Context: an optimization exercise on an open-source flow, tuned for small area, a short achievable clock period and few clock cycles. The choices shown serve that exercise and are no tape-out recipe.
Only simulation tests tie the RTL to the original design; equivalence was not proved.
Power is estimated from default activity; no workload was simulated.

==> flow/design.v, too long to show whole: its modules and the start of the top module <==
// module dlx_alu: 44 lines
// module booth_mult: 4361 lines
// module booth_enc: 19 lines
// module reg_file: 36 lines
// module dlx_ex_top: 317 lines
module dlx_ex_top (
    input  logic      clk,
    input  logic      rst_n,
    input  logic      issue_valid,
    input  dlx_pkg::func_t issue_func,
    input  dlx_pkg::reg_idx_t issue_rd,
    input  dlx_pkg::reg_idx_t issue_rs1,
    input  dlx_pkg::reg_idx_t issue_rs2,
    input  dlx_pkg::word_t issue_imm,
    input  logic      issue_use_imm,
    output logic      stall,
    output logic      wb_valid,
    output dlx_pkg::reg_idx_t wb_rd,
    output dlx_pkg::word_t wb_data
);
  // ...
==> flow/flow/run.sh <==
#!/bin/bash
# Own layout flow: the standard flow (standard.sh: the standard synthesis,
# then ORFS through finish) with one change: buffer_ports builds the port
# buffers from sky130_fd_sc_hd__buf_4 instead of the delay buffer it picks by
# default, so that timing repair can resize them like any other buffer.
set -euo pipefail
export BUFFER_PORTS_ARGS="-buffer_cell sky130_fd_sc_hd__buf_4"
bash standard.sh finish > standard_flow.log 2>&1
==> flow/standard.sh <==
#!/bin/bash
# synth_recipe.tcl (not shown) runs the flow's synth.tcl, then flattens the netlist and writes it again
# the make line also repeats each setting of config.mk as NAME=value (left out here)
make -C /OpenROAD-flow-scripts/flow DESIGN_CONFIG=/design/flow/config.mk WORK_HOME=/design/flow/orfs CLKGATE_MAP_FILE= SYNTH_SCRIPT=/design/flow/synth_recipe.tcl "${@:-finish}"
==> flow/config.mk <==
export PLATFORM = sky130hd
export DESIGN_NAME = dlx_ex_top
export DESIGN_NICKNAME = dlx_ex_top
export VERILOG_FILES = /design/flow/design.v
export SDC_FILE = /design/flow/constraint.sdc
export NUM_CORES = 4
export LEC_CHECK = 0
export ABC_AREA = 1
export CAP_MARGIN = 20
export CORE_MARGIN = 2
export CORE_UTILIZATION = 35
export CTS_CLUSTER_DIAMETER = 100
export CTS_CLUSTER_SIZE = 20
export PLACE_DENSITY = 0.5
export SETUP_SLACK_MARGIN = 5
export SLEW_MARGIN = 20
==> flow/constraint.sdc <==
create_clock -name core_clock -period 8.0 [get_ports {clk}]
set_input_delay 1.6000 -clock core_clock [delete_from_list [all_inputs] [get_ports {clk}]]
set_output_delay 1.6000 -clock core_clock [all_outputs]
set_load 0.01 [all_outputs]
==> impl_metrics.ini, run 1 <==
[floorplanning]
fp-row-count = 198
start_util_pct = 35.1

[drt]
top_layer = met5
drtIter0Drc = 13800
drt-met1-wl_mm = 197
avgViaCountPerCell = 6.00
finalWirelength_mm = 507

[cells_and_area]
final_common_cell = nand2_1
n_all_buffers = 446

[worst_setup_path]
path_cells = buf_6 -> buf_6 -> a22o_1 -> a221oi_1 -> nand3_1 -> nor4_4 -> nand4_1
path_buf_inv = 2
r2r-end = e_b[18]$_DFF_P_
regToRegSetupSlack_ns = 4.76

[timing]
whs_ns = 0.326
relSlewSlack_pct = 16.8
worstMarginPinSlew_ns = 1.25
hold_violations = 0
setup_ws_ns = 4.76
slew_viol_final = 0

[synth]
synth_area_mm2 = 0.102
yosys.area.top_type = edfxtp_1
synth_compound_area_share_pct = 10.3
synth_common_cells = nand2_1 (2800), inv_1 (1041), edfxtp_1 (1035)
synth-seq-area-share_pct = 47.5
ys_ff_latch = 1881
synthArstFlopShare_pct = 3.83

[grt]
met3_usage_pct = 7.24
grt_start_max_net_pins = 63
antenna_found_initial = 36
grt_overflow = 0

[run_status]
status = timing/DRC/antenna clean

[power]
ir_drop_mv = 0.484
power.internal_mw = 22.1
finalPower_mw = 41.0
pwr-share-comb_pct = 52.1

[run]
maxCapViolations = 0

[placement]
dp_hpwl_mm = 335
place_area_mm2 = 0.107

[clock_network]
h-tree-depth = 3
numCtsBuffers = 119
Testbench counts, summed over its fixed seeds: cycles 3,565.
==> run 2: changes to the inputs <==
--- a/flow/config.mk
+++ b/flow/config.mk
@@ -11,6 +11,6 @@
 export CORE_UTILIZATION = 35
 export CTS_CLUSTER_DIAMETER = 100
 export CTS_CLUSTER_SIZE = 20
-export PLACE_DENSITY = 0.5
+export PLACE_DENSITY = 0.65
 export SETUP_SLACK_MARGIN = 5
 export SLEW_MARGIN = 20
==> run 2 against run 1 <==
Net effect: still clean on timing, DRC and antenna; via count is 0.39% higher; fmax is 4.5% lower; clock skew is 0.0094 ns higher; cell count hardly changed; synthesized cell count stayed put; sequential power hardly changed; utilization is 0.19 points higher; critical endpoint unchanged; largest power group unchanged; highest routed layer unchanged.
==> impl_metrics.ini, run 2 <==
[cells_and_area]
final_common_cell = nand2_1
fin_area_mm2 = 0.116
drive_gt1_share_pct = 12.4
mostFrequentLayoutCells = nand2_1 (2709), edfxtp_1 (1035), inv_1 (972), dfxtp_1 (689), nand3_1 (680)
postLayoutCoreUtil_pct = 39.9
area_delta_synth_final_pct = 13.8
largest_register_ffs = 992
top_register = u_rf.rf
nNetsFinal = 11700
final-instance-count-excl-fill = 14900

[floorplanning]
die_x_um = 543
fp-row-count = 198
io_pins = 96
core-area_mm2 = 0.290
start_util_pct = 35.1
die_area_mm2 = 0.295
die_y_um = 543

[timing]
clock.fmax_mhz = 295
finalSetupTns_ns = 0
hold_violations = 0
setup_ws_ns = 4.61
post-route-min-period_ns = 3.39
rsz0062_at_grt = yes
setup_viol = 0
relSlewSlack_pct = 14.4
slew_viol_final = 0
post-route-period-util_pct = 42.4
finClkSkew_ns = 0.109
whs_ns = 0.322
worstMarginPinSlew_ns = 1.28

[placement]
place_ws_ns = 3.95
place_inst = 14500
dp_hpwl_mm = 306
io_buffers = 95
gp_congestion = 1.03
place_area_mm2 = 0.107

[synth]
synthArstFlopShare_pct = 3.83
ys_top_cells_by_area = edfxtp_1 (31%), dfxtp_1 (15%), nand2_1 (10%)
synth.avg_cell_area_um2 = 9.34
synth-seq-area-share_pct = 47.5
yosysTopAreaCellShare_pct = 30.5
synth_area_mm2 = 0.102
ys_ff_latch = 1881
yosysUniqueCellTypes = 65
yosys.area.top_type = edfxtp_1
yosysMostFrequentCell = nand2_1
ys_warn_count = 5
ys_dominant_reg_cell = edfxtp_1
synth_cells = 10900
syn_nets = 11700
synth_edf_count = 1035
synth_common_cells = nand2_1 (2800), inv_1 (1041), edfxtp_1 (1035)

[worst_setup_path]
path_cells = buf_4 -> inv_1 -> buf_6 -> o2111ai_2 -> nor4_4 -> nand4_1
required_ns = 8.56
crit_fanout = 17
critical_path.top_delay_family = simple AND/OR/NAND/NOR gates
slowest_stage = nor4_4
critical_path_class = reg2reg
cp-start-kind = register
path_buf_inv = 3
crit_path_end_kind = register
max_stage_delay_ns = 0.88
arrival_ns = 3.95

[run_status]
status = timing/DRC/antenna clean

[clock_network]
cts_hold_buf = 0
h-tree-depth = 3
cts_tree = done
clockBufferDepth = 4
numCtsBuffers = 121
clkTransAtPathRegs_ns = 0.10
clock-sinks = 1881
cts-root-buf = clkbuf_16
clk_latency_ns = 0.96

[power]
p_leak_nw = 47.1
ir_drop_mv = 0.695
p_per_area_mw_per_mm2 = 343
finalPower_mw = 39.8

[drt]
antenna_left = 0
drtIter0Drc = 15600
avgViaCountPerCell = 6.03
finalWirelength_mm = 463
routedWlPerCell_um = 31.1
drt-pass1-iter-count = 7
num_vias = 89900
drc = 0

[run]
maxCapViolations = 0

[grt]
antenna_found_initial = 32
grt_start_max_net_pins = 64
grt_first_pass_wirelength_mm = 638
grt_pass1_vias = 85300
grt_overflow = 0
groute.usage.overall_pct = 30.4

[worst_hold_path]
hp-class = reg2reg
-- run 2: cell counts after synthesis --
Identical to the previous run, type by type.
-- run 2: per-layer routing --
layer	part of all wire (%)	vias up	track usage (%)	wire (um)
li1	-	36900	-	-
met1	35	43600	37.8	163000
met5	0.087	-	0.519	404
met2	40	7506	42.9	186000
met3	15	1858	10.3	68100
met4	9.7	26	24.0	45100
-- run 2: final cells by class --
type / count / area (um2)
fillers: 28500 / 174000
multi-input cells: 7363 / 50100
flip-flops and latches: 1881 / 48600
well taps: 3900 / 4880
repair buffers: 473 / 4330
inverters: 1073 / 4220
clock buffers: 183 / 3280
clock inverters: 31 / 469
diodes: 11 / 27.5
repair inverters: 2 / 15.0
-- run 2: worst register-to-register path, stage by stage (launching register included) --
cell       delay, ns
dfxtp_1         0.31
buf_4           0.29
inv_1           0.15
buf_6           0.27
o2111ai_2       0.39
nor4_4          0.88
nand4_1         0.70
-- run 2: logic make-up after synthesis --
kind of cell / Yosys count / synth area share, %
and+or+nand+nor: 4424 / 18.5
DFF: 1881 / 47.5
buffers and inverters: 1658 / 6.29
AOI/OAI and AO/OA: 1624 / 10.3
adders and majority gates: 708 / 12.2
xor gates and xnor gates: 599 / 5.16
muxes: 1 / 0.0111
-- run 2: power by group --
group          switching [mW]  internal [mW]
sequential               1.06           11.9
combinational            13.2           6.93
clock                    3.68           2.99
-- run 2: final timing paths --
kind	from	to	slack, ns	cells after the start
min	r1[15]$_DFF_P_	r2[15]$_DFF_P_	0.32	0
max in group asynchronous	rst_n	we_q[5]$_DFF_PN0_	6.31	2
max reg2reg	s2_b$_DFF_P_	e_b[18]$_DFF_P_	4.61	6
min in group asynchronous	rst_n	hold_q$_DFF_PN0_	0.47	1
max	s2_b$_DFF_P_	e_b[18]$_DFF_P_	4.61	6
min reg2reg	r1[15]$_DFF_P_	r2[15]$_DFF_P_	0.32	0
-- run 2: what timing repair did --
action,4_1_cts,5_1_grt
setup endpoints to repair,409,250
gates resized for setup,444,553
gates cloned,9,4
pin swaps,45,163
buffers inserted,69,80
==> run 3: changes to the inputs <==
--- a/flow/config.mk
+++ b/flow/config.mk
@@ -8,7 +8,7 @@
 export ABC_AREA = 1
 export CAP_MARGIN = 20
 export CORE_MARGIN = 2
-export CORE_UTILIZATION = 35
+export CORE_UTILIZATION = 40
 export CTS_CLUSTER_DIAMETER = 100
 export CTS_CLUSTER_SIZE = 20
 export PLACE_DENSITY = 0.65
==> run 3 against run 2 <==
Net effect: first-iteration DRC count rose by 3.7%; largest power group unchanged; register-to-register slack improved by 0.25 ns; setup slack improved by 0.25 ns; critical endpoint is now e_b[4]$_DFF_P_; fmax rose by 7.9%; combinational power rose by 6%; global-route usage rose by 5.2 points; hold slack got worse by 0.027 ns; clock power fell by 3.4%; power rose by 2.2%; count of clock-buffer cells in the layout fell by 7.
==> impl_metrics.ini, run 3 <==
[worst_setup_path]
crit_fanout = 21
cp-start-kind = register
critical_path_class = reg2reg
required_ns = 8.43
r2r-start = sel_b[27]$_DFF_P_
crit_path_end_kind = register
arrival_ns = 3.58
cp-startpoint = sel_b[27]$_DFF_P_

[clock_network]
cts_hold_buf = 0
cts_tree = done
clk_latency_ns = 0.90
clockBufferDepth = 3
numCtsBuffers = 111
cts-root-buf = clkbuf_16
clock-sinks = 1881
h-tree-depth = 3
clkTransAtPathRegs_ns = 0.09

[synth]
synth_area_mm2 = 0.102
ys_ff_latch = 1881
yosysUniqueCellTypes = 65
yosysTopAreaCellShare_pct = 30.5
ys_warn_count = 5
synth_common_cells = nand2_1 (2800), inv_1 (1041), edfxtp_1 (1035)
synth_cells = 10900
yosysMostFrequentCell = nand2_1
synth-seq-area-share_pct = 47.5
synth_edf_count = 1035
ys_dominant_reg_cell = edfxtp_1
ys_top_cells_by_area = edfxtp_1 (31%), dfxtp_1 (15%), nand2_1 (10%)
syn_nets = 11700
synth.avg_cell_area_um2 = 9.34
synthArstFlopShare_pct = 3.83
yosys.area.top_type = edfxtp_1

[power]
p_sw_share_pct = 45.9
pwr-share-comb_pct = 52.3
power.internal_mw = 22.0
clockPowerShare_pct = 15.8
seqPwrFrac_pct = 31.8
p_sw_mw = 18.6
ir_drop_mv = 0.654
p_per_area_mw_per_mm2 = 357
p_leak_nw = 46.6

[grt]
grt_start_max_net_pins = 64
antenna_found_initial = 40
groute.usage.overall_pct = 35.5
grt_overflow = 0
grt_first_pass_wirelength_mm = 654
grt_pass1_vias = 87600

[floorplanning]
die_y_um = 508
io_pins = 96
die_x_um = 508
core-area_mm2 = 0.254
fp-row-count = 185
die_area_mm2 = 0.259
start_util_pct = 40.1

[cells_and_area]
final_common_cell = nand2_1
mostFrequentLayoutCells = nand2_1 (2740), edfxtp_1 (1035), inv_1 (979), dfxtp_1 (712), nand3_1 (707)
nNetsFinal = 11700
largest_register_ffs = 992
postLayoutCoreUtil_pct = 44.9
multiInputGateArea_mm2 = 0.0491
n_fill_cell = 24100
area_delta_synth_final_pct = 12.0
drive_gt1_share_pct = 11.0
top_register = u_rf.rf
seq_area_mm2 = 0.0485

[timing]
slew_viol_final = 0
post-route-period-util_pct = 39.3
hold_violations = 0
worstMarginPinSlew_ns = 1.25
relSlewSlack_pct = 16.5
finClkSkew_ns = 0.140
rsz0062_at_grt = yes
clock.fmax_mhz = 318
finalSetupTns_ns = 0
post-route-min-period_ns = 3.14
setup_viol = 0

[run]
maxCapViolations = 0

[placement]
io_buffers = 95
gp_congestion = 1.06
dp_hpwl_mm = 308

[drt]
finalWirelength_mm = 474
drtIter0Drc = 16200
avgViaCountPerCell = 6.35
routedWlPerCell_um = 33.0
drc = 0
drt-pass1-iter-count = 10
num_vias = 91200
antenna_left = 0

[worst_hold_path]
hp-class = reg2reg
min_from = u_mult.r1_2_0$_DFF_P_

[run_status]
status = timing/DRC/antenna clean
-- run 3: cells by family after synthesis --
group                      Yosys count  synth area share, %
AOI/OAI and AO/OA                 1624                 10.3
xor gates and xnor gates           599                 5.16
adders and majority gates          708                 12.2
buffers and inverters             1658                 6.29
DFF                               1881                 47.5
muxes                                1               0.0111
and+or+nand+nor                   4424                 18.5
-- run 3: cell type report --
| cell class | instances | share of cell area (%) |
|---|---|---|
| sequential | 1881 | 42.6 |
| timing repair buffer | 470 | 3.76 |
| clock inverter | 26 | 0.439 |
| multi-input combinational | 7362 | 43.1 |
| timing repair inverter | 2 | 0.0132 |
| tap | 3366 | 3.70 |
| inverter | 1073 | 3.69 |
| antenna | 17 | 0.0373 |
| clock buffer | 176 | 2.69 |
-- run 3: what timing repair did --
item,CTS,global route
pin swaps,47,78
endpoints found under the hold margin,0,0
endpoints found under the setup margin,408,258
gates cloned,10,4
gates resized for setup,358,347
buffers inserted,66,67
-- run 3: worst max-delay path, cell delays in order (launching register included) --
cell       delay, ns
dfxtp_1         0.31
buf_4           0.23
buf_6           0.26
a22o_1          0.21
a21oi_1         0.11
nand3_1         0.14
a2111oi_4       0.64
nand4_1         0.74
-- run 3: metrics by stage --
stage | worst slack (ns) | cells | power (mW) | hold WS [ns] | area, um2
2_1_floorplan | 5.00 | 10900 | 23.6 | 0.310 | 102000
3_3_place_gp | 3.77 | 14000 | 32.1 | 0.312 | 106000
3_5_place_dp | 3.85 | 14000 | 32.5 | 0.312 | 106000
4_1_cts | 4.89 | 14300 | 39.2 | 0.294 | 112000
5_1_grt | 4.80 | 14400 | 42.3 | 0.295 | 114000
6_report | 4.86 | 14400 | 40.7 | 0.295 | 114000
-- run 3: final timing paths --
kind | to | cells past startpoint | slack, ns
hold / removal | u_mult.r2_2_0$_DFF_P_ | 0 | 0.30
hold reg to reg | u_mult.r2_2_0$_DFF_P_ | 0 | 0.30
min in group asynchronous | wr1$_DFF_PN0_ | 1 | 0.56
max in group asynchronous | we_q[24]$_DFF_PN0_ | 2 | 6.32
setup / recovery | e_b[4]$_DFF_P_ | 7 | 4.86
setup reg to reg | e_b[4]$_DFF_P_ | 7 | 4.86
-- run 3: power by group through the flow --
stage	combinational, mW	sequential [mW]	clock [mW]
after CTS	19.9	12.9	6.43
after global placement	19.0	13.1	0
after floorplan	10.9	12.7	0
after global routing	22.6	13.0	6.74
final	21.3	12.9	6.44
after detailed placement	19.4	13.1	0
-- run 3: routing by layer --
metal  wire [um]  part of all wire [%]  GRT usage [%]  vias up
li1            -                     -              -    36900
met1      164000                    35           44.6    44000
met2      193000                    41           50.6     8146
met3       70100                    15           11.7     2163
met4       47000                   9.9           26.9       30
met5         262                 0.055              0        -
==> module dlx_ex_top, before the edit <==
module dlx_ex_top (
    input  logic      clk,
    input  logic      rst_n,
    input  logic      issue_valid,
    input  dlx_pkg::func_t issue_func,
    input  dlx_pkg::reg_idx_t issue_rd,
    input  dlx_pkg::reg_idx_t issue_rs1,
    input  dlx_pkg::reg_idx_t issue_rs2,
    input  dlx_pkg::word_t issue_imm,
    input  logic      issue_use_imm,
    output logic      stall,
    output logic      wb_valid,
    output dlx_pkg::reg_idx_t wb_rd,
    output dlx_pkg::word_t wb_data
);
    logic [5:0]  in_func;
    logic [4:0]  in_rd;
    logic [4:0]  in_rs1;
    logic [4:0]  in_rs2;
    logic [31:0] in_imm;
    assign in_func = issue_func;
    assign in_rd   = issue_rd;
    assign in_rs1  = issue_rs1;
    assign in_rs2  = issue_rs2;
    assign in_imm  = issue_imm;
    logic        hold_q;      
    logic        go_q;        
    logic        ir_v;
    logic [5:0]  ir_func;
    logic [4:0]  ir_rd;
    logic [4:0]  ir_rs1;
    logic [4:0]  ir_rs2;
    logic [31:0] ir_imm;
    logic        ir_ui;
    logic        e_v;
    logic        e_wr;
    logic [4:0]  e_rd;
    logic        e_mult;
    logic        e_hi;
    logic        e_add, e_sub, e_and, e_or, e_xor, e_sh, e_sll, e_sra, e_slt, e_sltu, e_lhi;
    logic [31:0] e_a;
    logic [31:0] e_b;
    logic        e_a_r1, e_a_r2, e_a_r3, e_a_o, e_b_r1, e_b_r2, e_b_r3, e_b_o;
    logic        v1, wr1, mult1, hi1;
    logic [4:0]  rd1;
    logic [31:0] r1;
    logic        v2, wr2, mult2, hi2;
    logic [4:0]  rd2;
    logic [31:0] r2;
    logic        v3, wr3;
    logic [4:0]  rd3;
    logic [31:0] r3;
    logic [31:0] r3_d;
    logic [31:0] wb_q;
    logic [31:0] r3f;      
    function automatic logic op_hazard(
        input logic [4:0] s, input logic u, input logic t,
        input logic p0_wr, input logic [4:0] p0_rd, input logic p0_mult,
        input logic p1_wr, input logic [4:0] p1_rd, input logic p1_mult, input logic p1_hi,
        input logic p2_wr, input logic [4:0] p2_rd, input logic p2_mult);
        logic m0, m1, m2;
        m0 = p0_wr && p0_rd == s;
        m1 = p1_wr && p1_rd == s;
        m2 = p2_wr && p2_rd == s;
        op_hazard = u && (m0 ? (t || p0_mult) : m1 ? p1_mult : (m2 && p2_mult && t));
    endfunction
    function automatic logic is_mult_f(input logic [5:0] f);
        is_mult_f = (f == 6'h0e) || (f == 6'h16);
    endfunction
    function automatic logic is_shift_f(input logic [5:0] f);
        is_shift_f = (f == 6'h04) || (f == 6'h06) || (f == 6'h07);
    endfunction
    logic d_mult;
    logic d_shift;
    logic d_sub;
    logic d_lhi;
    logic d_wr;
    logic in_mult;
    logic in_shift;
    logic in_lhi;
    logic hold_d;
    assign d_mult   = is_mult_f(ir_func);
    assign d_shift  = is_shift_f(ir_func);
    assign d_sub    = (ir_func == 6'h22) || (ir_func == 6'h2a) || (ir_func == 6'h3a);
    assign d_lhi    = (ir_func == 6'h0f);
    assign d_wr     = ir_v && (ir_rd != 5'd0);
    assign in_mult  = is_mult_f(in_func);
    assign in_shift = is_shift_f(in_func);
    assign in_lhi   = (in_func == 6'h0f);
    assign hold_d = !go_q
        ? op_hazard(ir_rs1, !d_lhi, d_mult,
                    1'b0, 5'd0, 1'b0,  e_wr, e_rd, e_mult, e_hi,  wr1, rd1, mult1)
       || op_hazard(ir_rs2, !ir_ui, d_mult,
                    1'b0, 5'd0, 1'b0,  e_wr, e_rd, e_mult, e_hi,  wr1, rd1, mult1)
        : issue_valid &&
         (op_hazard(in_rs1, !in_lhi, in_mult,
                    d_wr, ir_rd, d_mult,  e_wr, e_rd, e_mult, e_hi,  wr1, rd1, mult1)
       || op_hazard(in_rs2, !issue_use_imm, in_mult,
                    d_wr, ir_rd, d_mult,  e_wr, e_rd, e_mult, e_hi,  wr1, rd1, mult1));
    always_ff @(posedge clk or negedge rst_n)
    begin
        if (!rst_n)
        begin
            hold_q <= 1'b0;
            go_q   <= 1'b1;
            ir_v   <= 1'b0;
        end
        else
        begin
            hold_q <= hold_d;
            go_q   <= !hold_d;
            if (go_q)
                ir_v <= issue_valid;
        end
    end
    always_ff @(posedge clk)
    begin
        if (go_q)
        begin
            ir_func <= in_func;
            ir_rd   <= in_rd;
            ir_rs1  <= in_rs1;
            ir_rs2  <= in_rs2;
            ir_imm  <= in_imm;
            ir_ui   <= issue_use_imm;
        end
    end
    assign stall = hold_q;
    logic [4:0]  next_rs1;
    logic [4:0]  next_rs2;
    logic        next_ui;
    logic [31:1] we_d;
    logic [31:1] we_q;
    logic [31:1] rf_valid;
    logic [31:1] valid_next;
    logic        n1_a, n2_a, n3_a, n1_b, n2_b, n3_b;
    logic        q_me_a, q_me_b, q_m1_a, q_m1_b, q_m2_a, q_m2_b;
    logic        s1_a, s2_a, s3_a, s1_b, s2_b, s3_b, si_b;
    logic [31:1] sel_a_d;
    logic [31:1] sel_b_d;
    logic [31:1] sel_a;
    logic [31:1] sel_b;
    logic [31:0] rf_a;
    logic [31:0] rf_b;
    logic [31:0] d_a;
    logic [31:0] d_b;
    assign next_rs1 = go_q ? in_rs1 : ir_rs1;
    assign next_rs2 = go_q ? in_rs2 : ir_rs2;
    assign next_ui  = go_q ? issue_use_imm : ir_ui;
    assign n1_a = e_wr && (e_rd == next_rs1);
    assign n2_a = wr1  && (rd1  == next_rs1);
    assign n3_a = wr2  && (rd2  == next_rs1);
    assign n1_b = e_wr && (e_rd == next_rs2);
    assign n2_b = wr1  && (rd1  == next_rs2);
    assign n3_b = wr2  && (rd2  == next_rs2);
    always_comb
    begin
        for (int i = 1; i < 32; i++)
        begin
            we_d[i]    = wr2 && (rd2 == 5'(i));
            sel_a_d[i] = (next_rs1 == 5'(i)) && valid_next[i] && !n1_a && !n2_a && !n3_a;
            sel_b_d[i] = (next_rs2 == 5'(i)) && valid_next[i] && !n1_b && !n2_b && !n3_b && !next_ui;
        end
    end
    assign valid_next = rf_valid | we_q;
    always_ff @(posedge clk or negedge rst_n)
    begin
        if (!rst_n)
            we_q <= '0;
        else
            we_q <= we_d;
    end
    always_ff @(posedge clk)
    begin
        sel_a  <= sel_a_d;
        sel_b  <= sel_b_d;
        s1_a   <= n1_a;
        s2_a   <= !n1_a && n2_a;
        s3_a   <= !n1_a && !n2_a && n3_a;
        s1_b   <= !next_ui && n1_b;
        s2_b   <= !next_ui && !n1_b && n2_b;
        s3_b   <= !next_ui && !n1_b && !n2_b && n3_b;
        si_b   <= next_ui;
        q_me_a <= go_q && d_wr && (ir_rd == in_rs1);
        q_me_b <= go_q && d_wr && (ir_rd == in_rs2);
        q_m1_a <= n1_a;
        q_m1_b <= n1_b;
        q_m2_a <= n2_a;
        q_m2_b <= n2_b;
    end
    reg_file u_rf (
        .clk   (clk),
        .rst_n (rst_n),
        .we    (we_q),
        .wdata (r3),
        .sel_a (sel_a),
        .sel_b (sel_b),
        .valid (rf_valid),
        .qa    (rf_a),
        .qb    (rf_b)
    );
    assign d_a = rf_a | ({32{s1_a}} & r1) | ({32{s2_a}} & r2) | ({32{s3_a}} & r3f);
    assign d_b = rf_b | ({32{s1_b}} & r1) | ({32{s2_b}} & r2) | ({32{s3_b}} & r3f)
               | ({32{si_b}} & ir_imm);
    always_ff @(posedge clk or negedge rst_n)
    begin
        if (!rst_n)
        begin
            e_v  <= 1'b0;
            e_wr <= 1'b0;
        end
        else
        begin
            e_v  <= ir_v && go_q;
            e_wr <= d_wr && go_q;
        end
    end
    always_ff @(posedge clk)
    begin
        e_rd   <= ir_rd;
        e_mult <= d_mult;
        e_hi   <= (ir_func == 6'h16);
        e_add  <= (ir_func == 6'h20) || (ir_func == 6'h22);
        e_sub  <= d_sub;
        e_and  <= (ir_func == 6'h24);
        e_or   <= (ir_func == 6'h25);
        e_xor  <= (ir_func == 6'h26);
        e_sh   <= d_shift;
        e_sll  <= (ir_func == 6'h04);
        e_sra  <= (ir_func == 6'h07);
        e_slt  <= (ir_func == 6'h2a);
        e_sltu <= (ir_func == 6'h3a);
        e_lhi  <= d_lhi;
        e_a    <= d_a;
        e_b    <= d_b;
        e_a_r1 <= fx_a && q_me_a;
        e_a_r2 <= fx_a && !q_me_a && q_m1_a;
        e_a_r3 <= fx_a && !q_me_a && !q_m1_a && q_m2_a;
        e_a_o  <= !(fx_a && (q_me_a || q_m1_a || q_m2_a));
        e_b_r1 <= fx_b && q_me_b;
        e_b_r2 <= fx_b && !q_me_b && q_m1_b;
        e_b_r3 <= fx_b && !q_me_b && !q_m1_b && q_m2_b;
        e_b_o  <= !(fx_b && (q_me_b || q_m1_b || q_m2_b));
    end
    logic [31:0] x_a;
    logic [31:0] x_b;
    logic [31:0] alu_res;
    logic [63:0] product;
    logic        fx_a;
    logic        fx_b;
    assign fx_a = !d_mult;
    assign fx_b = !d_mult && !ir_ui;
    assign x_a = ({32{e_a_r1}} & r1) | ({32{e_a_r2}} & r2) | ({32{e_a_r3}} & r3f) | ({32{e_a_o}} & e_a);
    assign x_b = ({32{e_b_r1}} & r1) | ({32{e_b_r2}} & r2) | ({32{e_b_r3}} & r3f) | ({32{e_b_o}} & e_b);
    dlx_alu u_alu (
        .a      (x_a),
        .b      (x_b),
        .c_add  (e_add),
        .c_sub  (e_sub),
        .c_and  (e_and),
        .c_or   (e_or),
        .c_xor  (e_xor),
        .c_sh   (e_sh),
        .c_sll  (e_sll),
        .c_sra  (e_sra),
        .c_slt  (e_slt),
        .c_sltu (e_sltu),
        .c_lhi  (e_lhi),
        .result (alu_res)
    );
    booth_mult u_mult (
        .clk     (clk),
        .a       (e_a),
        .b       (e_b),
        .product (product)
    );
    always_ff @(posedge clk or negedge rst_n)
    begin
        if (!rst_n)
        begin
            v1  <= 1'b0;
            wr1 <= 1'b0;
            v2  <= 1'b0;
            wr2 <= 1'b0;
            v3  <= 1'b0;
            wr3 <= 1'b0;
        end
        else
        begin
            v1  <= e_v;
            wr1 <= e_wr;
            v2  <= v1;
            wr2 <= wr1;
            v3  <= v2;
            wr3 <= wr2;
        end
    end
    assign r3_d = !mult2 ? r2 : hi2 ? product[63:32] : product[31:0];
    always_ff @(posedge clk)
    begin
        rd1   <= e_rd;
        mult1 <= e_mult;
        hi1   <= e_hi;
        r1    <= alu_res;
        rd2   <= rd1;
        mult2 <= mult1;
        hi2   <= hi1;
        r2    <= r1;
        rd3   <= rd2;
        r3    <= r3_d;
        r3f   <= r3_d & {32{wr2}};
        wb_q  <= r3_d & {32{v2}};
    end
    assign wb_valid = v3;
    assign wb_rd    = rd3;
    assign wb_data  = wb_q;
endmodule
==> run 4: changes to the inputs <==
--- a/flow/design.v
+++ b/flow/design.v
@@ -4528,6 +4528,8 @@
     logic        e_add, e_sub, e_and, e_or, e_xor, e_sh, e_sll, e_sra, e_slt, e_sltu, e_lhi;
     logic [31:0] e_a;
     logic [31:0] e_b;
+    logic [31:0] em_a;
+    logic [31:0] em_b;
     logic        e_a_r1, e_a_r2, e_a_r3, e_a_o, e_b_r1, e_b_r2, e_b_r3, e_b_o;
     logic        v1, wr1, mult1, hi1;
     logic [4:0]  rd1;
@@ -4721,6 +4723,8 @@
         e_lhi  <= d_lhi;
         e_a    <= d_a;
         e_b    <= d_b;
+        em_a   <= d_a & {32{d_mult}};
+        em_b   <= d_b & {32{d_mult}};
         e_a_r1 <= fx_a && q_me_a;
         e_a_r2 <= fx_a && !q_me_a && q_m1_a;
         e_a_r3 <= fx_a && !q_me_a && !q_m1_a && q_m2_a;
@@ -4758,8 +4762,8 @@
     );
     booth_mult u_mult (
         .clk     (clk),
-        .a       (e_a),
-        .b       (e_b),
+        .a       (em_a),
+        .b       (em_b),
         .product (product)
     );
     always_ff @(posedge clk or negedge rst_n)
--- a/flow/config.mk
+++ b/flow/config.mk
@@ -8,9 +8,9 @@
 export ABC_AREA = 1
 export CAP_MARGIN = 20
 export CORE_MARGIN = 2
-export CORE_UTILIZATION = 40
+export CORE_UTILIZATION = 35
 export CTS_CLUSTER_DIAMETER = 100
 export CTS_CLUSTER_SIZE = 20
-export PLACE_DENSITY = 0.65
+export PLACE_DENSITY = 0.5
 export SETUP_SLACK_MARGIN = 5
 export SLEW_MARGIN = 20
==> run 4 against run 3 <==
Net effect: sequential share of layout area rose by 0.25 points; clock skew rose by 0.013 ns; final area rose by 2.4%; power fell by 44%; global-route usage fell by 1.6 points; non-clock buffer count fell by 45; synthesized cell count rose by 0.28%; sequential cell count rose by 64.
==> impl_metrics.ini, run 4 <==
[cells_and_area]
mostFrequentLayoutCells = nand2_1 (2612), edfxtp_1 (1035), inv_1 (977), dfxtp_1 (722), nand3_1 (708)
nNetsFinal = 11600
largest_register_ffs = 992
n_fill_cell = 29400
drive_gt1_share_pct = 11.7
postLayoutCoreUtil_pct = 39.7
final_common_cell = nand2_1
fin_area_mm2 = 0.117
area_delta_synth_final_pct = 13.1
top_register = u_rf.rf

[timing]
setup_viol = 0
worstMarginPinSlew_ns = 1.19
post-route-min-period_ns = 3.15
relSlewSlack_pct = 20.6
clock.fmax_mhz = 317
rsz0062_at_grt = yes
slew_viol_final = 0
hold_violations = 0
finClkSkew_ns = 0.153
post-route-period-util_pct = 39.4
finalSetupTns_ns = 0
setup_ws_ns = 4.85
whs_ns = 0.332

[synth]
yosysUniqueCellTypes = 63
synth_common_cells = nand2_1 (2701), inv_1 (1036), edfxtp_1 (1035)
synth_edf_count = 1035
ys_top_cells_by_area = edfxtp_1 (30%), dfxtp_1 (16%), nand2_1 (9.8%)
ys_ff_latch = 1945
synth.avg_cell_area_um2 = 9.45
synth-seq-area-share_pct = 48.1
ys_dominant_reg_cell = edfxtp_1
yosysMostFrequentCell = nand2_1
synth_area_mm2 = 0.103
synth_cells = 10900
yosysTopAreaCellShare_pct = 30.1
syn_nets = 11700
synthArstFlopShare_pct = 3.70
ys_warn_count = 5
yosys.area.top_type = edfxtp_1

[placement]
place_area_mm2 = 0.108
dp_hpwl_mm = 341
io_buffers = 95
gp_congestion = 1.00
place_ws_ns = 3.51

[floorplanning]
die_x_um = 547
start_util_pct = 35.1
io_pins = 96
die_y_um = 547
die_area_mm2 = 0.299
core-area_mm2 = 0.294
fp-row-count = 199

[worst_setup_path]
critical_path.top_delay_family = simple AND/OR/NAND/NOR gates
critical_path_class = reg2reg
cp-start-kind = register
arrival_ns = 3.90
path_buf_inv = 1
slowest_stage = o2111ai_1
path_cells = buf_4 -> nand2_1 -> o2111ai_1 -> nor2_1 -> and3_1 -> nand4_1 -> and2_1
max_stage_delay_ns = 0.46
crit_fanout = 27
required_ns = 8.75
crit_path_end_kind = register

[drt]
drtIter0Drc = 13800
antenna_left = 0
avgViaCountPerCell = 6.05
finalWirelength_mm = 528
drt-pass1-iter-count = 8
routedWlPerCell_um = 35.4
drc = 0
num_vias = 90200

[run_status]
status = timing/DRC/antenna clean

[grt]
grt_overflow = 0
grt_start_max_net_pins = 73
antenna_found_initial = 36
groute.usage.overall_pct = 33.9
grt_pass1_vias = 87200
grt_first_pass_wirelength_mm = 712

[power]
p_per_area_mw_per_mm2 = 195
p_leak_nw = 48.2
ir_drop_mv = 0.194

[clock_network]
clk_latency_ns = 0.95
cts-root-buf = clkbuf_16
h-tree-depth = 3
clkTransAtPathRegs_ns = 0.09
cts_tree = done
numCtsBuffers = 118
clock-sinks = 1945
clockBufferDepth = 4

[run]
maxCapViolations = 0

[worst_hold_path]
hp-class = reg2reg
==> run 4: final cells by class <==
| class | instances | area, um2 | share of cell area (%) |
|---|---|---|---|
| multi-input combinational | 7332 | 50200 | 43.0 |
| sequential | 1945 | 50000 | 42.8 |
| tap | 3919 | 4900 | 4.20 |
| inverter | 1059 | 4120 | 3.53 |
| timing repair buffer | 425 | 4030 | 3.45 |
| clock buffer | 185 | 3280 | 2.81 |
| clock inverter | 23 | 241 | 0.207 |
| antenna | 14 | 35.0 | 0.0300 |
==> run 4: worst paths after layout <==
check / cells after the start / slack [ns] / from / to
worst max-delay path: 7 / 4.85 / sel_a[31]$_DFF_P_ / em_a[4]$_DFF_P_
worst min-delay path: 0 / 0.33 / u_mult.r1_1_0$_DFF_P_ / u_mult.r2_1_0$_DFF_P_
worst max register to register: 7 / 4.85 / sel_a[31]$_DFF_P_ / em_a[4]$_DFF_P_
worst min register to register: 0 / 0.33 / u_mult.r1_1_0$_DFF_P_ / u_mult.r2_1_0$_DFF_P_
max in group asynchronous: 2 / 6.81 / rst_n / go_q$_DFF_PN1_
min in group asynchronous: 1 / 0.55 / rst_n / we_q[25]$_DFF_PN0_
==> run 4: cells by family after synthesis <==
family                   share of synthesized area, %
flip-flops                                       48.1
AND/OR/NAND/NOR                                  18.0
AO/OA/AOI/OAI                                    10.6
XOR/XNOR                                         5.07
multiplexers                                   0.0218
buffers and inverters                            6.14
adder cells (fa/ha/maj)                          12.0
==> run 4: routing by layer <==
layer | routed length (um) | track usage [%] | share of wire [%]
met1 | 198000 | 42.8 | 37
met2 | 230000 | 52.5 | 44
met3 | 60300 | 8.90 | 11
met4 | 39300 | 19.7 | 7.5
met5 | 215 | 0 | 0.041
==> run 4: worst register-to-register path: stages (launching register included) <==
cell	delay, ns
dfxtp_2	0.42
buf_4	0.38
nand2_1	0.39
o2111ai_1	0.46
nor2_1	0.31
and3_1	0.19
nand4_1	0.42
and2_1	0.38
==> run 4: timing repair <==
action / CTS / global route
resized for setup: 464 / 365
endpoints found under the setup margin: 417 / 219
pin swaps: 56 / 125
gates cloned: 6 / 11
setup buffers: 59 / 65
hold buffers: 0 / 0
==> run 4: where the power goes <==
part	switching, mW	total [mW]	internal, mW
Combinational	3.35	4.89	1.54
Clock	3.67	6.53	2.86
Sequential	0.484	11.4	10.9
==> run 4: through the flow <==
stage | power (mW) | instances
2_1_floorplan | 13.7 | 10900
3_5_place_dp | 15.6 | 14500
5_1_grt | 23.5 | 14900
6_report | 22.8 | 14900
3_3_place_gp | 15.6 | 14500
4_1_cts | 22.4 | 14800
Testbench counts of run 4, summed over its fixed seeds: cycles 3,565.
==> module reg_file, before the edit <==
module reg_file (
    input  logic        clk,
    input  logic        rst_n,
    input  logic [31:1] we,
    input  logic [31:0] wdata,
    input  logic [31:1] sel_a,
    input  logic [31:1] sel_b,
    output logic [31:1] valid,
    output logic [31:0] qa,
    output logic [31:0] qb
);
    logic [31:0] rf [1:31];
    always_ff @(posedge clk or negedge rst_n)
    begin
        if (!rst_n)
            valid <= '0;
        else
            valid <= valid | we;
    end
    always_ff @(posedge clk)
    begin
        for (int i = 1; i < 32; i++)
            if (we[i])
                rf[i] <= wdata;
    end
    always_comb
    begin
        qa = '0;
        qb = '0;
        for (int i = 1; i < 32; i++)
        begin
            qa = qa | ({32{sel_a[i]}} & rf[i]);
            qb = qb | ({32{sel_b[i]}} & rf[i]);
        end
    end
endmodule
==> run 5: changes to the inputs <==
--- a/flow/design.v
+++ b/flow/design.v
@@ -4453,7 +4453,8 @@
     input  logic [31:1] we,
     input  logic [31:0] wdata,
     input  logic [31:1] sel_a,
-    input  logic [31:1] sel_b,
+    input  logic [31:1] sel_b,     
+    input  logic [31:1] sel_bh,    
     output logic [31:1] valid,
     output logic [31:0] qa,
     output logic [31:0] qb
@@ -4479,7 +4480,7 @@
         for (int i = 1; i < 32; i++)
         begin
             qa = qa | ({32{sel_a[i]}} & rf[i]);
-            qb = qb | ({32{sel_b[i]}} & rf[i]);
+            qb = qb | ({{16{sel_bh[i]}}, {16{sel_b[i]}}} & rf[i]);
         end
     end
 endmodule
@@ -4630,6 +4631,9 @@
     logic [31:1] sel_b_d;
     logic [31:1] sel_a;
     logic [31:1] sel_b;
+    logic [31:1] sel_bh;
+    logic [5:0]  next_func;
+    logic        next_lo_only;
     logic [31:0] rf_a;
     logic [31:0] rf_b;
     logic [31:0] d_a;
@@ -4637,6 +4641,8 @@
     assign next_rs1 = go_q ? in_rs1 : ir_rs1;
     assign next_rs2 = go_q ? in_rs2 : ir_rs2;
     assign next_ui  = go_q ? issue_use_imm : ir_ui;
+    assign next_func = go_q ? in_func : ir_func;
+    assign next_lo_only = (next_func == 6'h0f) || is_shift_f(next_func);
     assign n1_a = e_wr && (e_rd == next_rs1);
     assign n2_a = wr1  && (rd1  == next_rs1);
     assign n3_a = wr2  && (rd2  == next_rs1);
@@ -4664,6 +4670,7 @@
     begin
         sel_a  <= sel_a_d;
         sel_b  <= sel_b_d;
+        sel_bh <= sel_b_d & {31{!next_lo_only}};
         s1_a   <= n1_a;
         s2_a   <= !n1_a && n2_a;
         s3_a   <= !n1_a && !n2_a && n3_a;
@@ -4685,6 +4692,7 @@
         .wdata (r3),
         .sel_a (sel_a),
         .sel_b (sel_b),
+        .sel_bh(sel_bh),
         .valid (rf_valid),
         .qa    (rf_a),
         .qb    (rf_b)
--- a/flow/config.mk
+++ b/flow/config.mk
@@ -11,6 +11,6 @@
 export CORE_UTILIZATION = 35
 export CTS_CLUSTER_DIAMETER = 100
 export CTS_CLUSTER_SIZE = 20
-export PLACE_DENSITY = 0.5
+export PLACE_DENSITY = 0.65
 export SETUP_SLACK_MARGIN = 5
 export SLEW_MARGIN = 20
==> run 5 against run 4 <==
Net effect: sequential power about the same; clock power up 0.9%; hold slack worse by 0.0012 ns; setup slack worse by 0.015 ns; utilization down 0.41 points; die area up 1.4%; non-clock buffer count down 14.
==> impl_metrics.ini, run 5 <==
[synth]
yosysTopAreaCellShare_pct = 29.5
yosysUniqueCellTypes = 62
synth_compound_area_share_pct = 10.6
synth_common_cells = nand2_1 (2670), inv_1 (1049), edfxtp_1 (1029)
synth.area.mux_share_pct = 0.0108
synth-simple-area-share_pct = 18.2
ys_ff_latch = 1976
ys_dominant_reg_cell = edfxtp_1
synth_edf_count = 1029
syn_nets = 11900
ys_warn_count = 5
synth_xor_xnor_area_share_pct = 5.00
synth_top_family_by_area = simple AND/OR/NAND/NOR gates
synth_area_mm2 = 0.105
synth_cells = 11100
synth.avg_cell_area_um2 = 9.41
ys_top_cells_by_area = edfxtp_1 (30%), dfxtp_1 (17%), nand2_1 (9.6%)
yosysMostFrequentCell = nand2_1
synthArstFlopShare_pct = 3.64
synth-seq-area-share_pct = 48.0
synthAdderAreaFrac_pct = 11.8
yosys.area.top_type = edfxtp_1

[clock_network]
cts-root-buf = clkbuf_16
cts_hold_buf = 0
numCtsBuffers = 116
clk_latency_ns = 0.87
h-tree-depth = 3
clkTransAtPathRegs_ns = 0.08
clockBufferDepth = 3
cts_tree = done
clock-sinks = 1976

[cells_and_area]
largest_register_ffs = 992
mostFrequentLayoutCells = nand2_1 (2613), edfxtp_1 (1029), inv_1 (994), dfxtp_1 (788), nand3_1 (730)
seq_area_mm2 = 0.0505
n_fill_cell = 29400
drive_gt1_share_pct = 10.8
final_common_cell = nand2_1
nNetsFinal = 11800
final-instance-count-excl-fill = 15100
area_delta_synth_final_pct = 11.7
multiInputGateArea_mm2 = 0.0499
top_register = u_rf.rf

[timing]
finClkSkew_ns = 0.147
clock.fmax_mhz = 316
setup_ws_ns = 4.83
rsz0062_at_grt = yes
worstMarginPinSlew_ns = 1.19
slew_viol_final = 0
setup_viol = 0
relSlewSlack_pct = 20.2
hold_violations = 0
post-route-period-util_pct = 39.6
post-route-min-period_ns = 3.17
finalSetupTns_ns = 0

[power]
ir_drop_mv = 0.235
p_per_area_mw_per_mm2 = 196
p_leak_nw = 48.2
finalPower_mw = 22.9

[floorplanning]
core-area_mm2 = 0.297
start_util_pct = 35.2
io_pins = 96
die_x_um = 551
die_area_mm2 = 0.303
fp-row-count = 200
die_y_um = 551

[drt]
finalWirelength_mm = 495
drt-pass1-iter-count = 9
routedWlPerCell_um = 32.8
drc = 0
antenna_left = 0
num_vias = 92700
drtIter0Drc = 16900
avgViaCountPerCell = 6.15

[placement]
io_buffers = 95
dp_hpwl_mm = 315
gp_congestion = 1.04
place_ws_ns = 3.85
place_inst = 14700

[worst_setup_path]
required_ns = 8.71
arrival_ns = 3.87
path_cells = buf_4 -> inv_2 -> buf_6 -> o2111ai_1 -> nor2_1 -> and3_1 -> nand4_1 -> and2_1
reg2reg_depth = 8
max_stage_delay_ns = 0.58
crit_fanout = 27
critical_path_class = reg2reg
slowest_stage = nand4_1
r2r-start = s1_a$_DFF_P_
path_buf_inv = 3
cp-start-kind = register
regToRegSetupSlack_ns = 4.83
r2r-end = em_a[31]$_DFF_P_
critical_path.top_delay_family = simple AND/OR/NAND/NOR gates
crit_path_end_kind = register

[grt]
grt_start_max_net_pins = 66
grt_pass1_vias = 87200
grt_overflow = 0
groute.usage.overall_pct = 31.5
grt_first_pass_wirelength_mm = 674
antenna_found_initial = 34

[worst_hold_path]
min_from = u_mult.r1_0_0$_DFF_P_
worstHoldPathCells = 0
min_to = u_mult.r2_0_0$_DFF_P_
hp-class = reg2reg

[run_status]
status = timing/DRC/antenna clean

[run]
maxCapViolations = 0
==> run 5: changes by cell type in the layout (fill, tap and decap cells not counted), sizes merged, moves of 13 or more <==
cell / delta
nor2: +45
dfxtp: +37
inv: +25
a211oi: -13
nand4: +14
o21ai: +30
a22o: -15
diode: +20
nor3: +32
a21oi: +17
buf: -15
nand2: -28
==> run 5: worst max-delay path by stage <==
stage	start	end	slack [ns]	depth (start not counted)
finish	s1_a$_DFF_P_	em_a[31]$_DFF_P_	4.83	8
global route	e_b_r1$_DFF_P_	r1[0]$_DFF_P_	4.75	20
CTS	u_mult.r2_31_0$_DFF_P_	wb_q[0]$_DFF_P_	4.66	11
detailed placement	e_b_r1$_DFF_P_	r1[16]$_DFF_P_	3.85	14
global placement	e_b_r1$_DFF_P_	r1[16]$_DFF_P_	3.81	14
floorplan	e_b_o$_DFF_P_	r1[16]$_DFF_P_	5.01	16
==> run 5: cells by family (layout without fill, tap and decap cells) <==
| logic type | after synthesis | in the layout |
|---|---|---|
| and+or+nand+nor | 4445 | 4447 |
| other | 0 | 34 |
| adders and majority gates | 708 | 708 |
| AOI/OAI and AO/OA | 1670 | 1670 |
| buffers and inverters | 1724 | 1700 |
| DFF | 1976 | 1976 |
| xor gates and xnor gates | 596 | 596 |
| muxes | 1 | 1 |
==> run 5: timing repair <==
action                                  CTS  global route
pin swaps                                41            81
endpoints found under the setup margin  424           250
gates resized for setup                 357           342
cloned                                   11             3
buffers inserted                         42            59
==> run 5: power by group <==
part           leakage (nW)  switching (mW)  internal [mW]  total [mW]
combinational          28.9            3.26           1.45        4.70
clock                  1.70            3.74           2.85        6.59
sequential             17.6           0.524           11.1        11.6
==> run 5: layer usage <==
layer	routed length [um]	part of all wire, %	vias to the layer above	GRT usage, %
li1	-	-	37600	-
met1	172000	35	44300	38.7
met2	198000	40	8592	44.3
met4	40400	8.2	28	20.2
met5	194	0.039	-	0.125
met3	84500	17	2201	14.4
==> run 5: cell type report <==
class,count,share of cell area [%]
Clock buffer,183,2.71
Multi-Input combinational cell,7422,42.7
Tap cell,3939,4.22
Clock inverter,23,0.343
Inverter,1081,3.58
Timing Repair inverter,2,0.0128
Sequential cell,1976,43.2
Antenna cell,34,0.0728
Timing Repair Buffer,411,3.20
==> run 5: stage by stage <==
step           cell area (um2)  hold WS (ns)  util, %
5_1_grt                 117000         0.335     39.3
4_1_cts                 115000         0.332     38.7
3_3_place_gp            110000         0.312     36.9
2_1_floorplan           105000         0.310        -
3_5_place_dp            110000         0.314     36.9
6_report                117000         0.330     39.3
==> run 5: worst register-to-register path, delay by kind of cell, from the launching register on <==
family	cells	cell delay [ns]
AOI/OAI and AO/OA	1	0.21
and+or+nand+nor	4	1.73
buffers and inverters	3	0.78
DFF	1	0.30
Testbench counts of run 5, summed over its fixed seeds: cycles 3,565.

[re-timing with driven ports]
No port has a modelled driver above. Below, the same layouts with a new extraction and two added sets of constraints. Step 1 (the two cells are an assumption about what drives the block):
set clk [get_ports {clk}]
set_driving_cell -lib_cell sky130_fd_sc_hd__clkbuf_16 $clk
set_driving_cell -lib_cell sky130_fd_sc_hd__buf_2 [delete_from_list [all_inputs] $clk]
Step 2 also shifts input and output timing later by t, the mid clock arrival at the registers, as if the neighbouring blocks saw the same clock. Three values: ideal, step 1, step 2; two values: the first two.
run | t (ns) | setup slack, ns | worst setup path after step 2 | pins driven straight from the clock port
run 1 | 1.013 | 4.760 / 4.760 / 4.421 | input to register | 1
run 2 | 1.002 | 4.608 / 4.608 / 4.423 | input to register | 1
run 3 | 0.931 | 4.858 / 4.858 / 4.331 | input to register | 1
run 4 | 0.973 | 4.848 / 4.848 / 4.420 | input to register | 1
run 5 | 0.896 | 4.833 / 4.833 / 4.543 | input to register | 1
After both steps every run listed still meets setup and hold. For run 3, which loses most, drivers alone change the setup slack by 0.000 ns; drivers and shift together by -0.527 ns.
